What follows belongs to an exercise in optimizing a design on an open flow for small area, a short achievable clock period and few clock cycles per item; a production flow would make more cautious choices. Where RTL was checked, it was by simulation tests only, not by an equivalence proof against the original. The RTL of run 6 was laid out without a check of its function.

$ cat flow/run.sh
#!/bin/bash
# Standard ORFS layout, with plain buf_1 cells as the port buffers instead of
# the delay cells buffer_ports picks by default, a clock tree with larger
# sink clusters and no dummy loads, and timing repair aiming below the period.
set -euo pipefail
export BUFFER_PORTS_ARGS="-buffer_cell sky130_fd_sc_hd__buf_1"
export CTS_ARGS="-sink_clustering_enable -repair_clock_nets -dont_use_dummy_load -sink_clustering_size 20 -sink_clustering_max_diameter 80"
export SETUP_SLACK_MARGIN=5.2
bash standard.sh > standard.log 2>&1
$ cat standard.sh
#!/bin/bash
# synth_recipe.tcl (not shown) runs the flow's synth.tcl, then flattens the netlist and writes it again
# the make line also repeats each setting of config.mk as NAME=value (left out here)
make -C /OpenROAD-flow-scripts/flow DESIGN_CONFIG=/design/flow/config.mk WORK_HOME=/design/flow/orfs CLKGATE_MAP_FILE= SYNTH_SCRIPT=/design/flow/synth_recipe.tcl "${@:-finish}"
$ cat config.mk
export PLATFORM = sky130hd
export DESIGN_NAME = asconTop
export DESIGN_NICKNAME = asconTop
export VERILOG_FILES = /design/flow/design.v
export SDC_FILE = /design/flow/constraint.sdc
export NUM_CORES = 4
export LEC_CHECK = 0
export CAP_MARGIN = 20
export CORE_MARGIN = 2
export CORE_UTILIZATION = 40
export SLEW_MARGIN = 60
$ cat constraint.sdc
create_clock -name core_clock -period 8.0 [get_ports {clk}]
set_input_delay 1.6000 -clock core_clock [delete_from_list [all_inputs] [get_ports {clk}]]
set_output_delay 1.6000 -clock core_clock [all_outputs]
set_load 0.01 [all_outputs]
$ cat design.v
`timescale 1ns/1ps
module asconRound (
    input  logic [320-1:0] stateIn,
    input  logic [3:0]                   roundIdx,
    output logic [320-1:0] stateOut
);
    logic [64-1:0] x0, x1, x2, x3, x4;
    logic [64-1:0] t0, t1, t2, t3, t4;
    logic [64-1:0] y0, y1, y2, y3, y4;
    logic [7:0]                  rc;
    assign rc = {~roundIdx, roundIdx};
    always_comb begin
        x0 = stateIn[(320-1-64*(0)) -: 64];
        x1 = stateIn[(320-1-64*(1)) -: 64];
        x2 = stateIn[(320-1-64*(2)) -: 64];
        x3 = stateIn[(320-1-64*(3)) -: 64];
        x4 = stateIn[(320-1-64*(4)) -: 64];
        x2[7:0] = x2[7:0] ^ rc;
        x0 = x0 ^ x4;
        x4 = x4 ^ x3;
        x2 = x2 ^ x1;
        t0 = ~x0 & x1;
        t1 = ~x1 & x2;
        t2 = ~x2 & x3;
        t3 = ~x3 & x4;
        t4 = ~x4 & x0;
        x0 = x0 ^ t1;
        x1 = x1 ^ t2;
        x2 = x2 ^ t3;
        x3 = x3 ^ t4;
        x4 = x4 ^ t0;
        x1 = x1 ^ x0;
        x0 = x0 ^ x4;
        x3 = x3 ^ x2;
        x2 = ~x2;
        y0 = x0 ^ {x0[18:0], x0[63:19]} ^ {x0[27:0], x0[63:28]};
        y1 = x1 ^ {x1[60:0], x1[63:61]} ^ {x1[38:0], x1[63:39]};
        y2 = x2 ^ {x2[0:0],  x2[63:1]}  ^ {x2[5:0],  x2[63:6]};
        y3 = x3 ^ {x3[9:0],  x3[63:10]} ^ {x3[16:0], x3[63:17]};
        y4 = x4 ^ {x4[6:0],  x4[63:7]}  ^ {x4[40:0], x4[63:41]};
    end
    assign stateOut = {y0, y1, y2, y3, y4};
endmodule
`timescale 1ns/1ps
module asconPermutation #(
    parameter int roundsPerCycle = 1
) (
    input  logic [320-1:0] stateIn,
    input  logic [3:0]                   roundIdx,
    output logic [320-1:0] stateOut
);
    logic [320-1:0] chain [0:roundsPerCycle];
    assign chain[0] = stateIn;
    for (genvar g = 0; g < roundsPerCycle; g++) begin : g_round
        asconRound u_round (
            .stateIn (chain[g]),
            .roundIdx(roundIdx | 4'(g)),
            .stateOut(chain[g+1])
        );
    end
    assign stateOut = chain[roundsPerCycle];
endmodule
`timescale 1ns/1ps
module asconPadding (
    input  logic [64-1:0] block,
    input  logic [4-1:0]  len,
    output logic [64-1:0] padded,
    output logic [8-1:0] byteMask
);
    always_comb begin
        for (int b = 0; b < 8; b++) begin
            byteMask[8-1-b] = (b < len);
            if (b < len) begin
                padded[64-1-8*b -: 8] = block[64-1-8*b -: 8];
            end else if (b == len) begin
                padded[64-1-8*b -: 8] = 8'h80;
            end else begin
                padded[64-1-8*b -: 8] = 8'h00;
            end
        end
    end
endmodule
`timescale 1ns/1ps
module asconController (
    input  logic       clk,
    input  logic       rst,
    input  logic       start,
    input  logic       hasAd,
    input  logic       enc,
    input  logic       dLast,       
    output logic       idle,
    output logic [3:0] roundIdx,
    output logic       adMode,      
    output logic       injText,     
    output logic       injAny,      
    output logic       injDec,      
    output logic       injKey34,    
    output logic       injDs,       
    output logic       read,
    output logic       outValid,
    output logic       tagValid
);
    localparam int R = 1;
    localparam logic [3:0] lastIdx = 4'(12 - R);
    localparam logic [3:0] preIdx  = 4'(12 - 2 * R);
    localparam logic [3:0] shortRunStart = 12 - 6;
    localparam logic [2:0] phIdle  = 3'd0;
    localparam logic [2:0] phInit  = 3'd1;
    localparam logic [2:0] phAd    = 3'd2;
    localparam logic [2:0] phText  = 3'd3;
    localparam logic [2:0] phFinal = 3'd4;
    localparam logic [2:0] phTag   = 3'd5;
    logic [2:0] phase;
    logic       isLast;
    logic       isPre;
    logic       absorbing;
    assign idle      = (phase == phIdle);
    assign isLast    = (roundIdx == lastIdx);
    assign isPre     = (roundIdx == preIdx);
    assign absorbing = (phase == phInit) || (phase == phAd) || (phase == phText);
    always_ff @(posedge clk or posedge rst) begin
        if (rst) begin
            phase    <= phIdle;
            roundIdx <= 4'd0;
            adMode   <= 1'b0;
            injText  <= 1'b0;
            injAny   <= 1'b0;
            injDec   <= 1'b0;
            injKey34 <= 1'b0;
            injDs    <= 1'b0;
            read     <= 1'b0;
            outValid <= 1'b0;
            tagValid <= 1'b0;
        end else begin
            injText  <= absorbing && isPre && !adMode;
            injAny   <= absorbing && isPre;
            injDec   <= absorbing && isPre && !adMode && !enc;
            injDs    <= ((phase == phInit) || (phase == phAd)) && isPre && !adMode;
            injKey34 <= ((phase == phInit) || (phase == phFinal)) && isPre;
            read     <= (absorbing && isPre && adMode) || injText;
            outValid <= injText;
            tagValid <= (phase == phFinal) && isLast;
            roundIdx <= roundIdx + 4'(R);
            case (phase)
                phIdle: begin
                    roundIdx <= 4'd0;
                    if (start) begin
                        phase  <= phInit;
                        adMode <= hasAd;
                    end
                end
                phInit, phAd, phText: begin
                    if (isLast) begin
                        roundIdx <= shortRunStart;
                        if (adMode) begin
                            phase  <= phAd;
                            adMode <= !dLast;
                        end else if (dLast) begin
                            phase    <= phFinal;
                            roundIdx <= 4'd0;
                        end else begin
                            phase <= phText;
                        end
                    end
                end
                phFinal: begin
                    if (isLast) begin
                        phase <= phTag;
                    end
                end
                default: begin
                    phase <= phIdle;
                end
            endcase
        end
    end
endmodule
`timescale 1ns/1ps
module asconTop (
    input  logic                         clk,
    input  logic                         rst,
    input  logic                         start,
    input  logic                         hasAd,
    input  logic                         enc,
    input  logic [128-1:0]   key,
    input  logic [128-1:0]   nonce,
    input  logic [64-1:0]  adBlock,
    input  logic [4-1:0]   adLen,
    input  logic [64-1:0]  textBlock,
    input  logic [4-1:0]   textLen,
    output logic                         read,
    output logic [64-1:0]  outBlock,
    output logic                         outValid,
    output logic [128-1:0]   tag,
    output logic                         tagValid
);
    logic                         idle;
    logic [3:0]                   roundIdx;
    logic                         adMode;
    logic                         injText;
    logic                         injAny;
    logic                         injDec;
    logic                         injKey34;
    logic                         injDs;
    logic [320-1:0] stateReg;
    logic [320-1:0] permOut;
    logic [128-1:0]   keyReg;
    logic [64-1:0]  selBlock;
    logic [4-1:0]   selLen;
    logic [8-1:0] lenBytes;
    logic [8-1:0] dBytes;    
    logic [8-1:0] padBytes;  
    logic [8-1:0] injBytes;
    logic [8-1:0] injPads;
    logic [8-1:0] decBytes;
    logic                         dLast;     
    logic [64-1:0]  outReg;
    logic [64-1:0]  mask64;
    logic [64-1:0]  keep0;
    logic [64-1:0]  inj0;
    logic [128-1:0]   inj12;
    logic [128-1:0]   inj34;
    logic [320-1:0] nextState;
    logic [64-1:0]  y0;
    asconController u_controller (
        .clk     (clk),
        .rst     (rst),
        .start   (start),
        .hasAd   (hasAd),
        .enc     (enc),
        .dLast   (dLast),
        .idle    (idle),
        .roundIdx(roundIdx),
        .adMode  (adMode),
        .injText (injText),
        .injAny  (injAny),
        .injDec  (injDec),
        .injKey34(injKey34),
        .injDs   (injDs),
        .read    (read),
        .outValid(outValid),
        .tagValid(tagValid)
    );
    asconPermutation #(
        .roundsPerCycle(1)
    ) u_permutation (
        .stateIn (stateReg),
        .roundIdx(roundIdx),
        .stateOut(permOut)
    );
    assign selBlock = adMode ? adBlock : textBlock;
    assign selLen   = adMode ? adLen : textLen;
    always_comb begin
        for (int b = 0; b < 8; b++) begin
            lenBytes[8-1-b] = (b < selLen);
        end
    end
    always_ff @(posedge clk) begin
        dBytes <= lenBytes;
    end
    assign padBytes = {1'b1, dBytes[8-1:1]} & ~dBytes;
    assign dLast    = !dBytes[0];
    assign injBytes = dBytes & {8{injAny}};
    assign injPads  = padBytes & {8{injAny}};
    assign decBytes = dBytes & {8{injDec}};
    for (genvar b = 0; b < 8; b++) begin : g_pad
        assign inj0[8*b +: 8]   = (selBlock[8*b +: 8] & {8{injBytes[b]}}) | {injPads[b], 7'd0};
        assign mask64[8*b +: 8] = {8{injBytes[b]}};
        assign keep0[8*b +: 8]  = {8{!decBytes[b]}};
    end
    assign inj12 = (injText && dLast) ? keyReg : '0;
    assign inj34 = (injKey34 ? keyReg : '0) ^ {127'd0, injDs};
    assign y0 = permOut[(320-1-64*(0)) -: 64];
    always_comb begin
        nextState = permOut ^ {inj0, inj12, inj34};
        nextState[(320-1-64*(0)) -: 64] = (y0 & keep0) ^ inj0;
        if (idle) begin
            nextState = {64'h80400c0600000000, key, nonce};
        end
    end
    always_ff @(posedge clk) begin
        stateReg <= nextState;
        outReg   <= (y0 ^ inj0) & mask64;
        if (idle) begin
            keyReg <= key;
        end
    end
    assign outBlock = outReg;
    assign tag      = stateReg[128-1:0];
endmodule
==> results of run 1 <==
==> worst paths after layout <==
| check | start | endpoint | slack [ps] | cells after the start |
|---|---|---|---|---|
| max | stateReg[110]$_DFF_P_ | tag[110] | 5200 | 1 |
| min | u_controller.injText$_DFF_PP0_ | u_controller.outValid$_DFF_PP0_ | 430 | 0 |
| max reg2reg | stateReg[73]$_DFF_P_ | stateReg[310]$_SDFF_PP1_ | 5270 | 7 |
| min reg2reg | u_controller.injText$_DFF_PP0_ | u_controller.outValid$_DFF_PP0_ | 430 | 0 |
| max in group asynchronous | rst | u_controller.adMode$_DFFE_PP0P_ | 6740 | 2 |
| min in group asynchronous | rst | u_controller.injDs$_DFF_PP0_ | 950 | 2 |
==> metrics by stage <==
step                      setup WS, ps  hold slack (ps)
after floorplan                   5370              368
after global placement            4530              409
after detailed placement          5000              405
after CTS                         5200              430
after global routing              5190              451
final                             5200              428
==> Yosys cell counts, drive strengths merged <==
library cell  count  area [sq um]
and3              2          12.5
a31oi             3          18.8
or3               3          18.8
o2111ai          51           447
nor2            271          1020
inv             208           781
xor2            402          3540
o21ai           214          1070
a211oi            2          15.0
mux2             51           574
edfxtp          128          3840
a311oi            1          8.76
maj3             64           641
o21bai            1          7.51
nand2b            1          6.26
nor2b             5          31.3
o21a              1          7.51
o22ai             1          6.26
ha              130          1630
nor3b             1          7.51
xnor2           954          8690
xnor3            55          1240
a21o              8          60.1
a21oi           225          1130
o32ai             1          8.76
dfrtp            16           400
nor3              3          15.0
o211ai            7          52.6
o311ai            2          17.5
nor4b             3          56.3
a32oi             1          8.76
o31ai             4          40.0
nand3            10          50.1
o41ai             1          8.76
xor3              9           214
mux2i            71           711
dfxtp           392          7850
clkbuf           99           372
buf             163          1120
nand2           498          1870
o31a              1          8.76
or2               1          6.26
==> sequential cells by signal (all words and copies together) (netlist names) <==
| name | flops |
|---|---|
| u_controller.injDs | 1 |
| u_controller.injDec | 1 |
| u_controller.injAny | 1 |
| u_controller.injKey34 | 1 |
| outReg | 64 |
| u_controller.tagValid | 1 |
| u_controller.injText | 1 |
| u_controller.roundIdx | 4 |
| keyReg | 128 |
| u_controller.outValid | 1 |
| u_controller.adMode | 1 |
| dBytes | 8 |
| u_controller.phase | 3 |
| u_controller.read | 1 |
| stateReg | 320 |
==> timing repair <==
action | CTS | global route
pin swaps | 2 | 1
setup endpoints to repair | 156 | 60
setup buffers | 6 | 2
cloned | 0 | 2
resized for setup | 189 | 29
==> cells by family (layout without fill, tap and decap cells) <==
logic type,Yosys count,after routing,share of synthesized area
fa+ha+maj,194,194,0.0603
flops,536,536,0.321
simple gates,798,798,0.0824
xor+xnor,1420,1420,0.364
compound gates,524,524,0.0774
other cells,0,21,0
buf+inv,470,920,0.0605
mux,122,122,0.0342
==> metal layers <==
layer | vias to the layer above | global-route usage | routed length [microns]
met3 | 308 | 0.0621 | 17300
li1 | 13900 | - | -
met4 | 12 | 0.168 | 9600
met5 | - | 0 | 86
met1 | 15000 | 0.439 | 65700
met2 | 1742 | 0.525 | 74800
==> area by class of cell <==
type                       count  area, sq um
tap                         1254         1570
antenna                       21         52.6
sequential                   536        12300
inverter                     208          793
multi-input combinational   3058        25500
clock buffer                  43         1080
fill                        9014        48700
timing repair buffer         669         3130
==> results.tsv, run 1 <==
stage	metric	value	unit
status	status	complete, no violations	
clock_tree	CTS tree	built	
layout	fin cells	5789	
setup_path	CP Class	reg2out	
global_routing	antenna violations before repair	32	
layout	post-route cell area	0.0445	sq mm
timing	Post-Route Skew	73.5	ps
place	I/O Buffers	591	
synthesis	post-synthesis sequential area ratio	0.321	
synthesis	syn_nets	4591	
detailed_routing	Iter 0 DRT Violations	3781	
clock_tree	clock buffer depth	3	
layout	Nets	5043	
clock_tree	H-tree Lvls	2	
job	maxcap violations	0	
synthesis	warnings from Yosys	6	
timing	Max-slew headroom	0.543	
clock_tree	TritonCTS Buffers	43	
global_routing	Total GRT Usage	0.334	
timing	crit share post-route	0.350	
timing	post-route setup TNS	0	ps
place	cell count after placement	5714	
die	Rows	112	
die	Die Span Y	311	microns
setup_path	endpoint type of the worst setup path	output port	
detailed_routing	remaining antenna violation count after routing	0	
die	die width	311	microns
timing	min cycle time layout	2800	ps
setup_path	CP max stage delay	420	ps
detailed_routing	mean routed wirelength per cell	28.9	microns
setup_path	Worst EP required	6400	ps
clock_tree	cts hold-fix bufs	0	
layout	final core utilization	0.477	
die	initial core utilization	0.404	
detailed_routing	DRT Pass-1 Iters	7	
place	GP Congestion	1.07	
global_routing	first-pass GRT wire length	226000	microns
setup_path	CP arrival	1200	ps
layout	layout cells sized above 1	0.148	
detailed_routing	via count	30900	
timing	Final Max Tran Viols	0	
timing	fmax	0.357	GHz
setup_path	CP max FO	2	
min_path	HP Class	reg2reg	
synthesis	Mapped Area	0.0376	sq mm
global_routing	grt total ovfl	0	
global_routing	vias in the first global route	29100	
die	Core Footprint	0.0932	sq mm
setup_path	Critical-path top delay cell	dfxtp_2	
detailed_routing	DRC Markers	0	
die	die area	0.0965	sq mm
detailed_routing	WL final	167000	microns
timing	Setup violations, final	0	
clock_tree	clock-pin slew on the worst setup and hold paths	80	ps
detailed_routing	Via density	5.35	
place	hpwl dp	139000	microns
layout	most frequent cells in the layout	xnor2_1 (701), buf_1 (521), nand2_1 (496), xor2_1 (348), dfxtp_1 (296)	
layout	commonest non-fill, non-tap cell in the layout	xnor2_1	
layout	Synth-to-Final Area Change	18.3	%
clock_tree	clock sinks	536	
setup_path	nature of the critical path startpoint	flop	
place	Placement Cell Area	0.0427	sq mm
clock_tree	worst skew pair latency	630	ps
timing	Final Hold Vio Count	0	
die	I/O pin count	592	
clock_tree	root buffer cell	clkbuf_16	
timing	unrepaired setup endpoints after global routing	yes	
synthesis	synth unique cells	53	
setup_path	Buf+Inv Stages, Crit Path	1	
global_routing	pin count of the biggest net entering global routing	94	
synthesis	cell count after synthesis	4064	
setup_path	Critical Path, Cell by Cell	buf_1	
timing	Worst Max-Slew Pin Slew	682	ps
synthesis	register bit total from synthesis	536	
synthesis	Mapped Avg Cell Area	9.26	sq um
setup_path	Crit path max-delay family	flip-flops	
Testbench counts, summed over its fixed seeds: cycles 17,560, blocks 1,860.
==> run 2, diff against run 1 <==
--- a/flow/run.sh
+++ b/flow/run.sh
@@ -6,4 +6,4 @@
 export BUFFER_PORTS_ARGS="-buffer_cell sky130_fd_sc_hd__buf_1"
 export CTS_ARGS="-sink_clustering_enable -repair_clock_nets -dont_use_dummy_load -sink_clustering_size 20 -sink_clustering_max_diameter 80"
-export SETUP_SLACK_MARGIN=5.2
+export SETUP_SLACK_MARGIN=5.3
 bash standard.sh > standard.log 2>&1
--- a/config.mk
+++ b/config.mk
@@ -9,3 +9,3 @@
 export CORE_MARGIN = 2
 export CORE_UTILIZATION = 40
-export SLEW_MARGIN = 60
+export SLEW_MARGIN = 50
==> run 2 against run 1 <==
Compared with the run above: synthesized cell count did not move; critical endpoint is now tag[113]; clock-buffer cell count unchanged; clock skew rose by 3.0 ps; die area unchanged; first-iteration DRC count is 0.50% lower; register-to-register slack better by 40 ps; flip-flop and latch count unchanged; global-route usage is 0.39 points higher.
==> results.tsv, run 2 <==
stage	metric	value	unit	change
status	status	complete, no violations		unchanged
place	hpwl dp	138000	microns	was 139000 microns
global_routing	vias in the first global route	29600		was 29100
layout	fillers	8889		was 9014
timing	fmax	0.359	GHz	was 0.357 GHz
synthesis	area share of the largest cell type after synthesis	0.212		unchanged
clock_tree	root buffer cell	clkbuf_16		unchanged
synthesis	Synth Flop Type	dfxtp_1		unchanged
timing	unrepaired setup endpoints after global routing	yes		unchanged
layout	most flop-heavy register	stateReg		unchanged
setup_path	CP arrival	1190	ps	was 1200 ps
place	Placement Cell Area	0.0417	sq mm	was 0.0427 sq mm
setup_path	reg2reg setup slack	5310	ps	was 5270 ps
global_routing	antenna violations before repair	30		was 32
global_routing	grt total ovfl	0		unchanged
clock_tree	clock-pin slew on the worst setup and hold paths	90	ps	was 80 ps
synthesis	synth unique cells	53		unchanged
layout	fin cells	5870		was 5789
layout	post-route cell area	0.0456	sq mm	was 0.0445 sq mm
layout	final core utilization	0.490		was 0.477
setup_path	Critical-path top delay cell	dfxtp_4		was dfxtp_2
place	GP Congestion	1.07		unchanged
timing	Min Hold Slack	415	ps	was 428 ps
setup_path	RR Endpoint	stateReg[277]$_SDFF_PP0_		was stateReg[310]$_SDFF_PP1_
synthesis	cell count after synthesis	4064		unchanged
min_path	hold path cells	0		unchanged
setup_path	Crit path max-delay family	flip-flops		unchanged
job	maxcap violations	0		unchanged
die	die area	0.0965	sq mm	unchanged
detailed_routing	Via density	5.32		was 5.35
global_routing	Total GRT Usage	0.338		was 0.334
layout	register area	0.0125	sq mm	was 0.0123 sq mm
detailed_routing	via count	31200		was 30900
detailed_routing	DRT Pass-1 Iters	6		was 7
die	Die Span Y	311	microns	unchanged
setup_path	CP max stage delay	430	ps	was 420 ps
timing	Setup violations, final	0		unchanged
clock_tree	clock sinks	536		unchanged
die	I/O pin count	592		unchanged
die	initial core utilization	0.404		unchanged
die	Rows	112		unchanged
synthesis	Post-synth EDFFs	128		unchanged
timing	crit share post-route	0.349		was 0.350
synthesis	ranking of synthesized cells by area	xnor2_1 (21%), dfxtp_1 (21%), edfxtp_1 (10%), xor2_1 (9.3%), nand2_1 (4.9%)		unchanged
setup_path	Critical Path, Cell by Cell	buf_6		was buf_1
setup_path	Worst R2R Start	stateReg[21]$_DFF_P_		was stateReg[73]$_DFF_P_
min_path	critical hold path startpoint	u_controller.injText$_DFF_PP0_		unchanged
layout	most frequent cells in the layout	xnor2_1 (735), nand2_1 (496), buf_1 (409), xor2_1 (355), nor2_1 (268)		was xnor2_1 (701), buf_1 (521), nand2_1 (496), xor2_1 (348), dfxtp_1 (296)
synthesis	warnings from Yosys	6		unchanged
timing	post-route setup TNS	0	ps	unchanged
global_routing	pin count of the biggest net entering global routing	108		was 94
setup_path	Buf+Inv Stages, Crit Path	1		unchanged
layout	area of the multi-input gates	0.0251	sq mm	was 0.0255 sq mm
detailed_routing	DRC Markers	0		unchanged
min_path	HP Class	reg2reg		unchanged
detailed_routing	WL final	169000	microns	was 167000 microns
synthesis	Mapped Area	0.0376	sq mm	unchanged
synthesis	most frequent cells after synthesis	xnor2_1 (911), nand2_1 (496), xor2_1 (400)		unchanged
timing	min cycle time layout	2790	ps	was 2800 ps
clock_tree	CTS tree	built		unchanged
layout	commonest non-fill, non-tap cell in the layout	xnor2_1		unchanged
synthesis	syn_nets	4591		unchanged
synthesis	post-synth top area cell	xnor2_1		unchanged
die	die width	311	microns	unchanged
detailed_routing	Iter 0 DRT Violations	3762		was 3781
synthesis	count leader, synth	xnor2_1		unchanged
setup_path	nature of the critical path startpoint	flop		unchanged
synthesis	post-synthesis sequential area ratio	0.321		unchanged
synthesis	FFs w/ async S/R, synth	0.0299		unchanged
layout	Nets	5126		was 5043
clock_tree	clock buffer depth	3		unchanged
timing	Final Max Tran Viols	0		unchanged
timing	Max-slew headroom	0.436		was 0.543
layout	Synth-to-Final Area Change	21.3	%	was 18.3%
setup_path	endpoint type of the worst setup path	output port		unchanged
timing	Final Hold Vio Count	0		unchanged
setup_path	CP Class	reg2out		unchanged
setup_path	R2R cell count	7		unchanged
clock_tree	H-tree Lvls	2		unchanged
layout	number of flip-flops under the largest register name	320		unchanged
place	cell count after placement	5681		was 5714
die	Core Footprint	0.0932	sq mm	unchanged
global_routing	first-pass GRT wire length	229000	microns	was 226000 microns
min_path	Hold EP	u_controller.outValid$_DFF_PP0_		unchanged
layout	layout cells sized above 1	0.188		was 0.148
clock_tree	worst skew pair latency	630	ps	about the same
synthesis	register bit total from synthesis	536		unchanged
setup_path	CP max FO	2		unchanged
layout	Largest regs	stateReg (320), keyReg (128), outReg (64)		unchanged
synthesis	Mapped Avg Cell Area	9.26	sq um	unchanged
detailed_routing	mean routed wirelength per cell	28.8	microns	was 28.9 microns
timing	Post-Route Skew	76.5	ps	was 73.5 ps
clock_tree	TritonCTS Buffers	43		unchanged
setup_path	Worst EP required	6400	ps	about the same
timing	Worst Max-Slew Pin Slew	843	ps	was 682 ps
detailed_routing	remaining antenna violation count after routing	0		unchanged
place	I/O Buffers	591		unchanged
==> run 2: cell counts after synthesis <==
Identical to the previous run, type by type.
==> run 2: area by class of cell <==
class | count | area share
Multi-Input combinational cell | 3060 | 0.550
Sequential cell | 536 | 0.274
Timing Repair Buffer | 750 | 0.0992
Tap cell | 1254 | 0.0344
Clock buffer | 43 | 0.0236
Inverter | 208 | 0.0175
Antenna cell | 19 | 0.00104
==> run 2: worst max path at each step <==
stage,startpoint,end,depth (start not counted),slack [ps]
5_1_grt,stateReg[113]$_DFF_P_,tag[113],1,5210
6_report,stateReg[113]$_DFF_P_,tag[113],1,5210
4_1_cts,stateReg[113]$_DFF_P_,tag[113],1,5200
3_3_place_gp,stateReg[87]$_DFF_P_,stateReg[279]$_SDFF_PP0_,7,4530
3_5_place_dp,u_controller.phase[2]$_DFFE_PP0P_,stateReg[248]$_DFF_P_,5,4860
2_1_floorplan,u_controller.phase[2]$_DFFE_PP0P_,keyReg[0]$_DFFE_PP_,6,5370
==> run 2: metal layers <==
layer	part of all wire	GRT usage
met1	0.39	0.439
met4	0.060	0.178
met3	0.11	0.0739
met2	0.44	0.525
met5	0.00067	0
==> run 2: cells by family after synthesis <==
family,Yosys count,synth area share
and+or+nand+nor,798,0.0824
xor gates and xnor gates,1420,0.364
buffers and inverters,470,0.0605
muxes,122,0.0342
AOI/OAI and AO/OA,524,0.0774
adders and majority gates,194,0.0603
DFF,536,0.321
==> run 2: metrics by stage <==
step / setup WS [ps]
finish: 5210
global route: 5210
CTS: 5200
detailed placement: 4860
global placement: 4530
floorplan: 5370
==> run 2: timing repair <==
| item | 4_1_cts | 5_1_grt |
|---|---|---|
| pin swaps | 5 | 9 |
| resized for setup | 512 | 63 |
| cloned | 3 | 2 |
| setup buffers | 103 | 18 |
| endpoints found under the setup margin | 384 | 239 |
| hold buffers | 0 | 0 |
==> run 3, diff against run 2 <==
--- a/flow/run.sh
+++ b/flow/run.sh
@@ -6,4 +6,4 @@
 export BUFFER_PORTS_ARGS="-buffer_cell sky130_fd_sc_hd__buf_1"
 export CTS_ARGS="-sink_clustering_enable -repair_clock_nets -dont_use_dummy_load -sink_clustering_size 20 -sink_clustering_max_diameter 80"
-export SETUP_SLACK_MARGIN=5.3
+export SETUP_SLACK_MARGIN=5.2
 bash standard.sh > standard.log 2>&1
--- a/config.mk
+++ b/config.mk
@@ -9,3 +9,3 @@
 export CORE_MARGIN = 2
 export CORE_UTILIZATION = 40
-export SLEW_MARGIN = 50
+export SLEW_MARGIN = 45
==> run 3 against run 2 <==
Compared with the run above: cell count fell by 2.0%; die area stayed put; setup slack got worse by 28 ps; final area decreased by 5.7%; worst hold slack better by 160 ps; critical endpoint is now stateReg[56]$_DFF_P_; largest cell class unchanged; highest routed layer unchanged.
==> results.tsv, run 3 <==
stage	metric	value	unit	change
status	status	complete, no violations		unchanged
timing	Final Hold Vio Count	0		unchanged
clock_tree	H-tree Lvls	2		unchanged
synthesis	most frequent cells after synthesis	xnor2_1 (911), nand2_1 (496), xor2_1 (400)		unchanged
synthesis	FFs w/ async S/R, synth	0.0299		unchanged
synthesis	count leader, synth	xnor2_1		unchanged
timing	min cycle time layout	2820	ps	was 2790 ps
clock_tree	clock buffer depth	3		unchanged
clock_tree	CTS tree	built		unchanged
layout	Synth-to-Final Area Change	14.3	%	was 21.3%
setup_path	CP max FO	3		was 2
synthesis	warnings from Yosys	6		unchanged
timing	Max-slew headroom	0.370		was 0.436
clock_tree	root buffer cell	clkbuf_16		unchanged
layout	Largest regs	stateReg (320), keyReg (128), outReg (64)		unchanged
layout	most frequent cells in the layout	xnor2_1 (789), buf_1 (521), nand2_1 (496), xor2_1 (372), dfxtp_1 (299)		was xnor2_1 (735), nand2_1 (496), buf_1 (409), xor2_1 (355), nor2_1 (268)
min_path	HP Class	reg2reg		unchanged
synthesis	Mapped Area	0.0376	sq mm	unchanged
setup_path	CP arrival	3300	ps	was 1190 ps
timing	fmax	0.355	GHz	was 0.359 GHz
synthesis	post-synth top area cell	xnor2_1		unchanged
layout	number of flip-flops under the largest register name	320		unchanged
place	GP Congestion	1.07		unchanged
global_routing	antenna violations before repair	37		was 30
place	hpwl dp	138000	microns	about the same
die	die width	311	microns	unchanged
synthesis	synth unique cells	53		unchanged
die	Rows	112		unchanged
timing	Worst Max-Slew Pin Slew	941	ps	was 843 ps
setup_path	CP Launch Point	stateReg[56]$_DFF_P_		was stateReg[113]$_DFF_P_
timing	Post-Route Skew	63.5	ps	was 76.5 ps
clock_tree	worst skew pair latency	620	ps	was 630 ps
detailed_routing	DRT Pass-1 Iters	6		unchanged
timing	Final Max Tran Viols	0		unchanged
detailed_routing	via count	30900		was 31200
timing	post-route setup TNS	0	ps	unchanged
clock_tree	TritonCTS Buffers	42		was 43
detailed_routing	mean routed wirelength per cell	29.2	microns	was 28.8 microns
clock_tree	clock-pin slew on the worst setup and hold paths	90	ps	about the same
detailed_routing	Via density	5.38		was 5.32
synthesis	Mapped Avg Cell Area	9.26	sq um	unchanged
place	dpl ws	4680	ps	was 4860 ps
synthesis	post-synthesis sequential area ratio	0.321		unchanged
timing	Setup violations, final	0		unchanged
detailed_routing	WL final	168000	microns	was 169000 microns
setup_path	Worst EP required	8490	ps	was 6400 ps
synthesis	cell count after synthesis	4064		unchanged
clock_tree	clock sinks	536		unchanged
global_routing	pin count of the biggest net entering global routing	108		unchanged
synthesis	area share of the largest cell type after synthesis	0.212		unchanged
job	maxcap violations	0		unchanged
synthesis	Synth Flop Type	dfxtp_1		unchanged
die	Die Span Y	311	microns	unchanged
detailed_routing	DRC Markers	0		unchanged
detailed_routing	Iter 0 DRT Violations	3809		was 3762
layout	commonest non-fill, non-tap cell in the layout	xnor2_1		unchanged
timing	unrepaired setup endpoints after global routing	yes		unchanged
synthesis	syn_nets	4591		unchanged
setup_path	endpoint type of the worst setup path	flop		was output port
min_path	critical hold path startpoint	u_controller.injText$_DFF_PP0_		unchanged
synthesis	register bit total from synthesis	536		unchanged
layout	most flop-heavy register	stateReg		unchanged
global_routing	Total GRT Usage	0.335		was 0.338
die	initial core utilization	0.404		unchanged
layout	Nets	5004		was 5126
layout	layout cells sized above 1	0.115		was 0.188
die	I/O pin count	592		unchanged
die	Core Footprint	0.0932	sq mm	unchanged
die	die area	0.0965	sq mm	unchanged
timing	crit share post-route	0.352		was 0.349
timing	Final Worst Setup Slack	5180	ps	was 5210 ps
synthesis	ranking of synthesized cells by area	xnor2_1 (21%), dfxtp_1 (21%), edfxtp_1 (10%), xor2_1 (9.3%), nand2_1 (4.9%)		unchanged
setup_path	Worst R2R Start	stateReg[56]$_DFF_P_		was stateReg[21]$_DFF_P_
detailed_routing	remaining antenna violation count after routing	0		unchanged
setup_path	CP Class	reg2reg		was reg2out
synthesis	Post-synth EDFFs	128		unchanged
global_routing	vias in the first global route	28900		was 29600
global_routing	first-pass GRT wire length	227000	microns	was 229000 microns
global_routing	grt total ovfl	0		unchanged
place	I/O Buffers	591		unchanged
setup_path	nature of the critical path startpoint	flop		unchanged
==> run 3: what timing repair did <==
item	in CTS	in global routing
cloned	3	2
pin swaps	2	2
hold buffers	0	0
buffers inserted	1	1
gates resized for setup	204	31
setup endpoints to repair	339	102
==> run 3: critical path: stages (launching register included) <==
cell and delay, ps:
dfxtp_4 350, buf_4 160, xnor2_1 290, nand2_1 110
xor2_1 750, xnor2_1 280, xnor2_1 590, a21oi_1 150
==> run 3: routing by layer <==
| metal | share of wire | vias up | track usage |
|---|---|---|---|
| li1 | - | 13900 | - |
| met1 | 0.39 | 15000 | 0.437 |
| met2 | 0.44 | 1754 | 0.522 |
| met3 | 0.11 | 329 | 0.0711 |
| met4 | 0.060 | 20 | 0.173 |
| met5 | 0.00076 | - | 0 |
==> run 3: cell families after synthesis <==
| group | count (synthesis) | share of synthesized area |
|---|---|---|
| and+or+nand+nor | 798 | 0.0824 |
| adders and majority gates | 194 | 0.0603 |
| buffers and inverters | 470 | 0.0605 |
| xor gates and xnor gates | 1420 | 0.364 |
| muxes | 122 | 0.0342 |
| AOI/OAI and AO/OA | 524 | 0.0774 |
| DFF | 536 | 0.321 |
==> run 3: worst paths after layout <==
path / slack, ps / end / depth (start not counted)
min in group asynchronous: 1030 / u_controller.injDs$_DFF_PP0_ / 2
hold / removal: 580 / u_controller.outValid$_DFF_PP0_ / 0
max in group asynchronous: 6480 / u_controller.injKey34$_DFF_PP0_ / 2
hold reg to reg: 580 / u_controller.outValid$_DFF_PP0_ / 0
setup / recovery: 5180 / stateReg[56]$_DFF_P_ / 7
setup reg to reg: 5180 / stateReg[56]$_DFF_P_ / 7
==> run 3: layout make-up <==
class                      instances  area (sq um)
multi-input combinational       3061         24500
sequential                       536         12300
inverter                         208           788
clock buffer                      42          1050
antenna                           23          57.6
timing repair buffer             628          2750
fill                            9180         50200
tap                             1254          1570
==> run 3: stage by stage <==
stage / utilization / hold WS [ps] / cell area, sq um / cells
floorplan: - / 368 / 37600 / 4064
global placement: 0.431 / 409 / 40200 / 5679
detailed placement: 0.442 / 399 / 41200 / 5680
CTS: 0.458 / 423 / 42700 / 5726
global route: 0.461 / 574 / 43000 / 5744
finish: 0.461 / 580 / 43000 / 5752
==> run 4, diff against run 3 <==
--- a/config.mk
+++ b/config.mk
@@ -9,3 +9,3 @@
 export CORE_MARGIN = 2
 export CORE_UTILIZATION = 40
-export SLEW_MARGIN = 45
+export SLEW_MARGIN = 35
==> run 4 against run 3 <==
Compared with the run above: worst hold slack lost 5.0 ps; maximum frequency is 0.37% lower; highest routed layer unchanged; core utilization is 0.55 points lower; setup slack worse by 10 ps; clock skew is 1.1 ps higher; first-iteration DRC count down 7.1%.
==> results.tsv, run 4 <==
stage	metric	value	unit	change
global_routing	grt total ovfl	0		unchanged
setup_path	CP arrival	3300	ps	about the same
detailed_routing	via count	30700		was 30900
die	Core Footprint	0.0932	sq mm	unchanged
global_routing	vias in the first global route	28800		was 28900
timing	unrepaired setup endpoints after global routing	yes		unchanged
setup_path	endpoint type of the worst setup path	flop		unchanged
detailed_routing	mean routed wirelength per cell	29.2	microns	about the same
timing	Final Worst Setup Slack	5170	ps	was 5180 ps
global_routing	first-pass GRT wire length	226000	microns	was 227000 microns
clock_tree	H-tree Lvls	2		unchanged
synthesis	synth unique cells	53		unchanged
clock_tree	root buffer cell	clkbuf_16		unchanged
synthesis	cell count after synthesis	4064		unchanged
layout	most frequent cells in the layout	xnor2_1 (840), buf_1 (517), nand2_1 (496), xor2_1 (388), dfxtp_1 (296)		was xnor2_1 (789), buf_1 (521), nand2_1 (496), xor2_1 (372), dfxtp_1 (299)
synthesis	post-synthesis sequential area ratio	0.321		unchanged
place	I/O Buffers	591		unchanged
detailed_routing	DRC Markers	0		unchanged
timing	crit share post-route	0.353		was 0.352
layout	Synth-to-Final Area Change	13.0	%	was 14.3%
synthesis	post-synth top area cell	xnor2_1		unchanged
synthesis	warnings from Yosys	6		unchanged
die	Rows	112		unchanged
die	I/O pin count	592		unchanged
layout	number of flip-flops under the largest register name	320		unchanged
detailed_routing	DRT Pass-1 Iters	9		was 6
synthesis	count leader, synth	xnor2_1		unchanged
clock_tree	clock buffer depth	3		unchanged
clock_tree	CTS tree	built		unchanged
synthesis	Mapped Avg Cell Area	9.26	sq um	unchanged
synthesis	Post-Synth Adder-Cell Area	0.0603		unchanged
die	Die Span Y	311	microns	unchanged
setup_path	CP max FO	3		unchanged
synthesis	FFs w/ async S/R, synth	0.0299		unchanged
job	maxcap violations	0		unchanged
layout	most flop-heavy register	stateReg		unchanged
place	GP Congestion	1.07		unchanged
setup_path	Crit path max-delay family	XOR/XNOR gates		unchanged
timing	Final Max Tran Viols	0		unchanged
synthesis	main combinational cell family by area after synthesis	XOR/XNOR gates		unchanged
timing	Post-Route Skew	64.6	ps	was 63.5 ps
detailed_routing	Via density	5.33		was 5.38
global_routing	antenna violations before repair	40		was 37
status	status	complete, no violations		unchanged
timing	Final Hold Vio Count	0		unchanged
setup_path	CP Class	reg2reg		unchanged
clock_tree	clock-pin slew on the worst setup and hold paths	80	ps	was 90 ps
timing	Setup violations, final	0		unchanged
setup_path	nature of the critical path startpoint	flop		unchanged
synthesis	Synth Area in Simple Gates	0.0824		unchanged
clock_tree	clock sinks	536		unchanged
layout	Nets	5002		was 5004
clock_tree	cts hold-fix bufs	0		unchanged
synthesis	XOR/XNOR share of the synthesized area	0.364		unchanged
synthesis	syn_nets	4591		unchanged
synthesis	multiplexer share of the synthesized area	0.0342		unchanged
setup_path	Buf+Inv Stages, Crit Path	1		unchanged
layout	commonest non-fill, non-tap cell in the layout	xnor2_1		unchanged
detailed_routing	WL final	168000	microns	about the same
synthesis	register bit total from synthesis	536		unchanged
clock_tree	TritonCTS Buffers	42		unchanged
timing	Max-slew headroom	0.245		was 0.370
place	dpl ws	4740	ps	was 4680 ps
setup_path	Critical-path top delay cell	xnor2_1		was xor2_1
clock_tree	worst skew pair latency	630	ps	was 620 ps
timing	post-route setup TNS	0	ps	unchanged
synthesis	area share of the largest cell type after synthesis	0.212		unchanged
timing	fmax	0.354	GHz	was 0.355 GHz
min_path	HP Class	reg2reg		unchanged
synthesis	Post-synth EDFFs	128		unchanged
synthesis	ranking of synthesized cells by area	xnor2_1 (21%), dfxtp_1 (21%), edfxtp_1 (10%), xor2_1 (9.3%), nand2_1 (4.9%)		unchanged
setup_path	CP max stage delay	750	ps	about the same
global_routing	Total GRT Usage	0.335		about the same
detailed_routing	remaining antenna violation count after routing	0		unchanged
timing	min cycle time layout	2830	ps	was 2820 ps
die	initial core utilization	0.404		unchanged
synthesis	Compound-Gate Fraction of Synth Area	0.0774		unchanged
synthesis	Mapped Area	0.0376	sq mm	unchanged
layout	layout cells sized above 1	0.101		was 0.115
setup_path	Worst EP required	8470	ps	was 8490 ps
setup_path	Critical Path, Cell by Cell	inv_1 -> ha_1 -> xor2_1 -> xnor2_1 -> xnor3_1 -> o2111ai_1 -> o21ai_1		was buf_4 -> xnor2_1 -> nand2_1 -> xor2_1 -> xnor2_1 -> xnor2_1 -> a21oi_1
layout	Largest regs	stateReg (320), keyReg (128), outReg (64)		unchanged
global_routing	pin count of the biggest net entering global routing	100		was 108
die	die width	311	microns	unchanged
synthesis	most frequent cells after synthesis	xnor2_1 (911), nand2_1 (496), xor2_1 (400)		unchanged
detailed_routing	Iter 0 DRT Violations	3540		was 3809
place	hpwl dp	137000	microns	was 138000 microns
synthesis	Synth Flop Type	dfxtp_1		unchanged
die	die area	0.0965	sq mm	unchanged
timing	Worst Max-Slew Pin Slew	1120	ps	was 941 ps
## run 4: cell counts after synthesis
Identical to the previous run, type by type.
## run 4: cells by family (layout without fill, tap and decap cells)
| kind of cell | Yosys count | count (layout) |
|---|---|---|
| adders and majority gates | 194 | 194 |
| buffers and inverters | 470 | 877 |
| muxes | 122 | 122 |
| DFF | 536 | 536 |
| and+or+nand+nor | 798 | 800 |
| AOI/OAI and AO/OA | 524 | 524 |
| xor gates and xnor gates | 1420 | 1420 |
| other | 0 | 20 |
## run 4: cell type report
class / count / area [sq um]
antenna: 20 / 50.0
clock buffer: 42 / 1050
fill: 9222 / 50700
inverter: 208 / 793
multi-input combinational: 3060 / 24000
sequential: 536 / 12300
tap: 1254 / 1570
timing repair buffer: 627 / 2720
## run 4: path summary, 6_finish.rpt
kind | endpoint | slack, ps | start | cells past startpoint
worst max-delay path | stateReg[273]$_SDFF_PP0_ | 5170 | stateReg[81]$_DFF_P_ | 7
worst min-delay path | u_controller.outValid$_DFF_PP0_ | 580 | u_controller.injText$_DFF_PP0_ | 0
worst max register to register | stateReg[273]$_SDFF_PP0_ | 5170 | stateReg[81]$_DFF_P_ | 7
worst min register to register | u_controller.outValid$_DFF_PP0_ | 580 | u_controller.injText$_DFF_PP0_ | 0
max in group asynchronous | u_controller.injKey34$_DFF_PP0_ | 6450 | rst | 2
min in group asynchronous | u_controller.read$_DFF_PP0_ | 1060 | rst | 2
## run 4: metal layers
metal / track usage / share of wire / vias up
li1: - / - / 13900
met1: 0.434 / 0.39 / 14800
met2: 0.522 / 0.44 / 1685
met3: 0.0752 / 0.11 / 319
met4: 0.171 / 0.059 / 24
met5: 0 / 0.0010 / -
## run 4: stage by stage
| step | util | area, sq um | hold WS, ps | cells |
|---|---|---|---|---|
| floorplan | - | 37600 | 368 | 4064 |
| global placement | 0.431 | 40200 | 409 | 5679 |
| CTS | 0.452 | 42100 | 423 | 5724 |
| finish | 0.456 | 42500 | 575 | 5747 |
| detailed placement | 0.435 | 40500 | 399 | 5679 |
| global route | 0.456 | 42500 | 591 | 5744 |
## run 4: timing repair
action                                 in CTS  in global routing
endpoints found under the hold margin       0                  0
buffers inserted                            1                  1
setup endpoints to repair                 377                172
gates resized for setup                   218                 55
pin swaps                                   2                  1
gates cloned                                2                  2
==> run 5, diff against run 4 <==
--- a/config.mk
+++ b/config.mk
@@ -9,3 +9,3 @@
 export CORE_MARGIN = 2
 export CORE_UTILIZATION = 40
-export SLEW_MARGIN = 35
+export SLEW_MARGIN = 50
==> run 5 against run 4 <==
Compared with the run above: still clean; setup slack improved by 32 ps; synthesized area did not move; clock-buffer cell count up 1; clock skew increased by 9.9 ps; flip-flop and latch count did not move.
==> results.tsv, run 5 <==
stage	metric	value	unit	change
layout	Nets	5010		was 5002
layout	Largest regs	stateReg (320), keyReg (128), outReg (64)		unchanged
layout	layout cells sized above 1	0.133		was 0.101
setup_path	Critical Path, Cell by Cell	buf_6		was inv_1 -> ha_1 -> xor2_1 -> xnor2_1 -> xnor3_1 -> o2111ai_1 -> o21ai_1
timing	min cycle time layout	2800	ps	was 2830 ps
setup_path	CP max stage delay	440	ps	was 750 ps
layout	most frequent cells in the layout	xnor2_1 (741), buf_1 (509), nand2_1 (496), xor2_1 (359), dfxtp_1 (298)		was xnor2_1 (840), buf_1 (517), nand2_1 (496), xor2_1 (388), dfxtp_1 (296)
setup_path	CP arrival	1200	ps	was 3300 ps
timing	Post-Route Skew	74.4	ps	was 64.6 ps
layout	fillers	9094		was 9222
clock_tree	H-tree Lvls	2		unchanged
detailed_routing	mean routed wirelength per cell	29.0	microns	was 29.2 microns
synthesis	warnings from Yosys	6		unchanged
detailed_routing	Iter 0 DRT Violations	3494		was 3540
min_path	HP Class	reg2reg		unchanged
synthesis	Mapped Area	0.0376	sq mm	unchanged
detailed_routing	met2 routed WL	73500	microns	was 74200 microns
timing	crit share post-route	0.349		was 0.353
detailed_routing	Via density	5.30		was 5.33
synthesis	ranking of synthesized cells by area	xnor2_1 (21%), dfxtp_1 (21%), edfxtp_1 (10%), xor2_1 (9.3%), nand2_1 (4.9%)		unchanged
timing	Final Max Tran Viols	0		unchanged
synthesis	syn_nets	4591		unchanged
synthesis	area share of the largest cell type after synthesis	0.212		unchanged
synthesis	most frequent cells after synthesis	xnor2_1 (911), nand2_1 (496), xor2_1 (400)		unchanged
place	GP Congestion	1.07		unchanged
synthesis	post-synthesis sequential area ratio	0.321		unchanged
place	I/O Buffers	591		unchanged
clock_tree	CTS tree	built		unchanged
synthesis	post-synth top area cell	xnor2_1		unchanged
synthesis	FFs w/ async S/R, synth	0.0299		unchanged
detailed_routing	M1 WL	65000	microns	was 65400 microns
setup_path	Crit path max-delay family	flip-flops		was XOR/XNOR gates
setup_path	Worst EP required	6400	ps	was 8470 ps
timing	Min Hold Slack	412	ps	was 575 ps
detailed_routing	via count	30500		was 30700
timing	unrepaired setup endpoints after global routing	yes		unchanged
layout	commonest non-fill, non-tap cell in the layout	xnor2_1		unchanged
detailed_routing	DRT Pass-1 Iters	7		was 9
global_routing	vias in the first global route	28900		was 28800
die	die width	311	microns	unchanged
timing	fmax	0.358	GHz	was 0.354 GHz
synthesis	count leader, synth	xnor2_1		unchanged
timing	Setup violations, final	0		unchanged
setup_path	CP Class	reg2out		was reg2reg
synthesis	Synth Flop Type	dfxtp_1		unchanged
global_routing	first-pass GRT wire length	226000	microns	about the same
die	I/O pin count	592		unchanged
timing	Max-slew headroom	0.449		was 0.245
global_routing	Total GRT Usage	0.335		about the same
detailed_routing	Met3 Wirelength	18000	microns	about the same
global_routing	grt total ovfl	0		unchanged
synthesis	Mapped Avg Cell Area	9.26	sq um	unchanged
global_routing	pin count of the biggest net entering global routing	108		was 100
synthesis	register bit total from synthesis	536		unchanged
clock_tree	worst skew pair latency	630	ps	about the same
die	Die Span Y	311	microns	unchanged
die	initial core utilization	0.404		unchanged
clock_tree	clock-pin slew on the worst setup and hold paths	90	ps	was 80 ps
clock_tree	clock sinks	536		unchanged
layout	area of the multi-input gates	0.0250	sq mm	was 0.0240 sq mm
job	maxcap violations	0		unchanged
detailed_routing	WL final	167000	microns	was 168000 microns
die	die area	0.0965	sq mm	unchanged
setup_path	Buf+Inv Stages, Crit Path	1		unchanged
layout	register area	0.0123	sq mm	about the same
status	status	complete, no violations		unchanged
setup_path	reg2reg setup slack	5240	ps	was 5170 ps
detailed_routing	DR top layer	met5		unchanged
die	Core Footprint	0.0932	sq mm	unchanged
die	Rows	112		unchanged
synthesis	Post-synth EDFFs	128		unchanged
clock_tree	TritonCTS Buffers	43		was 42
setup_path	CP max FO	2		was 3
global_routing	antenna violations before repair	33		was 40
detailed_routing	DRC Markers	0		unchanged
setup_path	endpoint type of the worst setup path	output port		was flop
layout	Synth-to-Final Area Change	16.0	%	was 13.0%
layout	most flop-heavy register	stateReg		unchanged
setup_path	nature of the critical path startpoint	flop		unchanged
layout	number of flip-flops under the largest register name	320		unchanged
synthesis	cell count after synthesis	4064		unchanged
timing	Final Hold Vio Count	0		unchanged
clock_tree	clock buffer depth	3		unchanged
timing	Worst Max-Slew Pin Slew	820	ps	was 1120 ps
detailed_routing	remaining antenna violation count after routing	0		unchanged
timing	post-route setup TNS	0	ps	unchanged
setup_path	Critical-path top delay cell	dfxtp_4		was xnor2_1
place	hpwl dp	138000	microns	was 137000 microns
synthesis	synth unique cells	53		unchanged
clock_tree	root buffer cell	clkbuf_16		unchanged
## run 5: changes by cell type in the layout (fill, tap and decap cells not counted), moves of 3 or more
cell | before | now
buf_16 | 2 | 6
dfxtp_4 | 44 | 40
buf_2 | 50 | 57
xnor2_2 | 108 | 202
xor2_2 | 14 | 43
xor2_1 | 388 | 359
buf_1 | 517 | 509
xnor2_4 | 6 | 11
buf_4 | 29 | 32
xnor2_1 | 840 | 741
## run 5: kinds of logic (layout without fill, tap and decap cells)
group | count (synthesis) | count (layout) | share of synthesized area
xor+xnor | 1420 | 1420 | 0.364
simple gates | 798 | 801 | 0.0824
flops | 536 | 536 | 0.321
compound gates | 524 | 524 | 0.0774
buf+inv | 470 | 884 | 0.0605
fa+ha+maj | 194 | 194 | 0.0603
mux | 122 | 122 | 0.0342
other cells | 0 | 20 | 0
## run 5: metal layers
metal,global-route usage,vias to the layer above
met5,0,-
met4,0.180,18
met3,0.0886,320
met2,0.516,1679
met1,0.428,14600
li1,-,13800
## run 5: worst paths after layout
check,cells past startpoint,from,endpoint
setup / recovery,1,stateReg[113]$_DFF_P_,tag[113]
hold / removal,0,u_controller.injText$_DFF_PP0_,u_controller.outValid$_DFF_PP0_
setup reg to reg,6,u_controller.phase[1]$_DFFE_PP0P_,stateReg[120]$_DFF_P_
hold reg to reg,0,u_controller.injText$_DFF_PP0_,u_controller.outValid$_DFF_PP0_
max in group asynchronous,2,rst,u_controller.injKey34$_DFF_PP0_
min in group asynchronous,2,rst,u_controller.roundIdx[1]$_DFF_PP0_
## run 5: area by class of cell
class | count | share of cell area
diodes | 20 | 0.00115
clock buffers | 43 | 0.0247
inverters | 208 | 0.0183
multi-input cells | 3061 | 0.573
flip-flops and latches | 536 | 0.283
well taps | 1254 | 0.0360
repair buffers | 633 | 0.0645
## run 5: repair_timing
action	4_1_cts	5_1_grt
pin swaps	4	1
endpoints found under the hold margin	0	0
buffers inserted	3	3
hold buffers	0	0
resized for setup	200	47
setup endpoints to repair	264	179
cloned	2	1
## run 5: metrics by stage
stage	setup WS (ps)	instances	cell area [sq um]	util
3_5_place_dp	4860	5681	41700	0.448
4_1_cts	5200	5729	43200	0.463
6_report	5200	5755	43600	0.468
3_3_place_gp	4530	5679	40200	0.431
2_1_floorplan	5370	4064	37600	-
5_1_grt	5150	5747	43600	0.468
==> run 6, diff against run 5 <==
--- a/design.v
+++ b/design.v
@@ -115,5 +115,4 @@
     logic       isPre;
     logic       absorbing;
-    assign idle      = (phase == phIdle);
     assign isLast    = (roundIdx == lastIdx);
     assign isPre     = (roundIdx == preIdx);
@@ -122,4 +121,5 @@
         if (rst) begin
             phase    <= phIdle;
+            idle     <= 1'b1;
             roundIdx <= 4'd0;
             adMode   <= 1'b0;
@@ -133,4 +133,5 @@
             tagValid <= 1'b0;
         end else begin
+            idle     <= ((phase == phIdle) && !start) || (phase >= phTag);
             injText  <= absorbing && isPre && !adMode;
             injAny   <= absorbing && isPre;
==> run 6 against run 5 <==
Compared with the run above: routed wire length grew 0.79%; clock skew grew 7.7 ps; cell count decreased by 1.0%; final area rose by 0.64%; sequential share of layout area decreased by 0.15 points; still clean; clock-buffer cell count shrank 1.
==> results.tsv, run 6 <==
stage	metric	value	unit	change
status	status	complete, no violations		unchanged
timing	Worst Max-Slew Pin Slew	849	ps	was 820 ps
clock_tree	H-tree Lvls	2		unchanged
clock_tree	CTS tree	built		unchanged
synthesis	area share of the largest cell type after synthesis	0.204		was 0.212
clock_tree	cts hold-fix bufs	0		unchanged
setup_path	Worst EP required	8520	ps	was 6400 ps
global_routing	first-pass GRT wire length	228000	microns	was 226000 microns
layout	most frequent cells in the layout	xnor2_1 (677), nand2_1 (551), buf_1 (527), xor2_1 (438), dfxtp_1 (298)		was xnor2_1 (741), buf_1 (509), nand2_1 (496), xor2_1 (359), dfxtp_1 (298)
layout	Nets	4946		was 5010
timing	min cycle time layout	2820	ps	was 2800 ps
min_path	Hold EP	u_controller.outValid$_DFF_PP0_		unchanged
timing	post-route setup TNS	0	ps	unchanged
clock_tree	clock-pin slew on the worst setup and hold paths	90	ps	about the same
layout	Synth-to-Final Area Change	14.3	%	was 16.0%
layout	most flop-heavy register	stateReg		unchanged
setup_path	reg2reg setup slack	5180	ps	was 5240 ps
global_routing	Total GRT Usage	0.334		was 0.335
detailed_routing	Via density	5.28		was 5.30
place	GP Congestion	1.03		was 1.07
setup_path	CP max FO	3		was 2
job	maxcap violations	0		unchanged
synthesis	count leader, synth	xnor2_1		unchanged
layout	Largest regs	stateReg (320), keyReg (128), outReg (64)		unchanged
setup_path	CP Class	reg2reg		was reg2out
synthesis	FFs w/ async S/R, synth	0.0317		was 0.0299
synthesis	Mapped Avg Cell Area	9.63	sq um	was 9.26 sq um
detailed_routing	mean routed wirelength per cell	29.5	microns	was 29.0 microns
setup_path	endpoint type of the worst setup path	flop		was output port
layout	post-route cell area	0.0439	sq mm	was 0.0436 sq mm
min_path	HP Class	reg2reg		unchanged
global_routing	grt total ovfl	0		unchanged
layout	register area	0.0123	sq mm	about the same
synthesis	warnings from Yosys	6		unchanged
timing	Setup violations, final	0		unchanged
detailed_routing	Iter 0 DRT Violations	3151		was 3494
synthesis	ranking of synthesized cells by area	dfxtp_1 (20%), xnor2_1 (18%), xor2_1 (11%), edfxtp_1 (10%), nand2_1 (5.4%)		was xnor2_1 (21%), dfxtp_1 (21%), edfxtp_1 (10%), xor2_1 (9.3%), nand2_1 (4.9%)
layout	commonest non-fill, non-tap cell in the layout	xnor2_1		unchanged
global_routing	vias in the first global route	28900		about the same
place	cell count after placement	5633		was 5681
detailed_routing	remaining antenna violation count after routing	0		unchanged
synthesis	Synth Flop Type	dfxtp_1		unchanged
clock_tree	worst skew pair latency	640	ps	was 630 ps
die	die width	314	microns	was 311 microns
clock_tree	clock sinks	537		was 536
timing	Min Hold Slack	424	ps	was 412 ps
setup_path	Critical Path, Cell by Cell	xnor2_1 -> xor2_1 -> xnor2_1 -> xor2_1 -> xnor2_1 -> mux2_2		was buf_6
setup_path	CP max stage delay	640	ps	was 440 ps
setup_path	R2R cell count	6		unchanged
global_routing	pin count of the biggest net entering global routing	148		was 108
synthesis	post-synthesis sequential area ratio	0.316		was 0.321
synthesis	Post-synth EDFFs	128		unchanged
detailed_routing	WL final	168000	microns	was 167000 microns
timing	Post-Route Skew	82.1	ps	was 74.4 ps
setup_path	Critical-path top delay cell	dfxtp_1		was dfxtp_4
setup_path	CP arrival	3340	ps	was 1200 ps
min_path	critical hold path startpoint	u_controller.injText$_DFF_PP0_		unchanged
clock_tree	root buffer cell	clkbuf_16		unchanged
die	Die Span Y	314	microns	was 311 microns
timing	Final Worst Setup Slack	5180	ps	was 5200 ps
die	I/O pin count	592		unchanged
timing	fmax	0.355	GHz	was 0.358 GHz
place	dpl ws	5200	ps	was 4860 ps
setup_path	RR Endpoint	stateReg[244]$_DFF_P_		was stateReg[120]$_DFF_P_
synthesis	cell count after synthesis	3986		was 4064
synthesis	syn_nets	4513		was 4591
setup_path	nature of the critical path startpoint	flop		unchanged
layout	fillers	9407		was 9094
layout	number of flip-flops under the largest register name	320		unchanged
synthesis	synth unique cells	57		was 53
place	Placement Cell Area	0.0422	sq mm	was 0.0417 sq mm
place	I/O Buffers	591		unchanged
synthesis	register bit total from synthesis	537		was 536
layout	layout cells sized above 1	0.154		was 0.133
min_path	hold path cells	0		unchanged
setup_path	Most common cell on crit path	xnor2_1		
timing	Max-slew headroom	0.431		was 0.449
layout	area of the multi-input gates	0.0253	sq mm	was 0.0250 sq mm
detailed_routing	DRT Pass-1 Iters	5		was 7
detailed_routing	DRC Markers	0		unchanged
die	Core Footprint	0.0950	sq mm	was 0.0932 sq mm
timing	Final Max Tran Viols	0		unchanged
synthesis	post-synth top area cell	dfxtp_1		was xnor2_1
timing	unrepaired setup endpoints after global routing	yes		unchanged
die	die area	0.0985	sq mm	was 0.0965 sq mm
detailed_routing	via count	30100		was 30500
place	hpwl dp	140000	microns	was 138000 microns
global_routing	antenna violations before repair	29		was 33
synthesis	Mapped Area	0.0384	sq mm	was 0.0376 sq mm
clock_tree	clock buffer depth	3		unchanged
die	initial core utilization	0.404		about the same
timing	Final Hold Vio Count	0		unchanged
clock_tree	TritonCTS Buffers	42		was 43
layout	fin cells	5695		was 5755
setup_path	Worst R2R Start	stateReg[283]$_SDFF_PP0_		was u_controller.phase[1]$_DFFE_PP0P_
die	Rows	113		was 112
timing	crit share post-route	0.352		was 0.349
synthesis	most frequent cells after synthesis	xnor2_1 (796), nand2_1 (551), xor2_1 (463)		was xnor2_1 (911), nand2_1 (496), xor2_1 (400)
## run 6: changes by cell type after synthesis, moves of 34 or more
cell / delta
a21oi_1: -192
mux2_2: +77
mux2i_1: +34
nand2_1: +55
nor2_1: -110
nor3_1: +38
o2111ai_1: -51
o21ai_0: +83
o21ai_1: -68
xnor2_1: -115
xnor2_2: +51
xor2_1: +63
## run 6: metal layers
metal  vias up  track usage  part of all wire
met5         -            0            0.0011
met1     14600        0.429              0.40
met3       312       0.0719             0.095
met4        28        0.168             0.057
li1      13600            -                 -
met2      1535        0.528              0.45
## run 6: cell type report
type	count	area share
antenna	13	0.000741
clock buffer	42	0.0239
inverter	202	0.0176
multi-input combinational	2990	0.575
sequential	537	0.281
tap	1265	0.0361
timing repair buffer	646	0.0652
## run 6: cell families after synthesis
kind of cell,after synthesis,synth area share
compound gates,366,0.0552
flops,537,0.316
mux,236,0.0660
buf+inv,459,0.0580
simple gates,774,0.0787
fa+ha+maj,194,0.0596
xor+xnor,1420,0.367
## run 6: how the worst max path moves through the flow
stage	end	slack (ps)	from	depth (start not counted)
after global placement	stateReg[113]$_DFF_P_	4820	stateReg[251]$_DFF_P_	7
final	stateReg[244]$_DFF_P_	5180	stateReg[283]$_SDFF_PP0_	6
after floorplan	stateReg[269]$_SDFF_PP0_	5250	u_controller.idle$_DFF_PP1_	7
after CTS	tag[62]	5120	stateReg[62]$_DFF_P_	1
after detailed placement	stateReg[311]$_SDFF_PP0_	5200	adBlock[55]	6
after global routing	tag[62]	5180	stateReg[62]$_DFF_P_	1
## run 6: metrics by stage
| stage | utilization |
|---|---|
| after floorplan | - |
| after global placement | 0.433 |
| after detailed placement | 0.445 |
| after CTS | 0.459 |
| after global routing | 0.462 |
| final | 0.462 |
## run 6: worst max-delay path: cells and delay by family, from the launching register on
family                    cells  cell delay [ps]
xor gates and xnor gates      5             1800
DFF                           1              640
muxes                         1              280
## run 6: what timing repair did
item / CTS / global route
resized for setup: 196 / 23
endpoints found under the setup margin: 102 / 36
buffers inserted: 3 / 3

[afterwards: timing with drivers on the ports]
The results above use ideal ports. As a check the final layouts listed here were re-extracted and re-timed, cells and wires unchanged.
Step 1 sets driving cells, clkbuf_16 on the clock port and buf_2 on the other inputs (assumed; they add their load-dependent delay and slew).
Step 2 times the ports against the registers' clock, not the clock port: input delays grow and output delays shrink by t, the midpoint of the rising clock arrivals with the driver on.
a / b / c = no drivers / after step 1 / after step 2; a / b = the first two.
run	shift t [ns]	setup slack, ns	worst hold slack (ns)
run 1	0.662	5.198 / 5.126 / 5.089	0.428 / 0.428 / 0.428
run 2	0.665	5.211 / 5.136 / 5.125	0.415 / 0.415 / 0.415
run 3	0.664	5.183 / 5.126 / 5.093	0.580 / 0.580 / 0.580
run 4	0.669	5.172 / 5.128 / 5.068	0.575 / 0.575 / 0.575
run 5	0.671	5.204 / 5.125 / 5.115	0.412 / 0.412 / 0.412
run 6	0.674	5.182 / 5.115 / 5.182	0.424 / 0.424 / 0.424
After both steps every run listed still meets setup and hold. For run 1, which loses most, drivers alone change the setup slack by -0.072 ns; drivers and shift together by -0.109 ns.
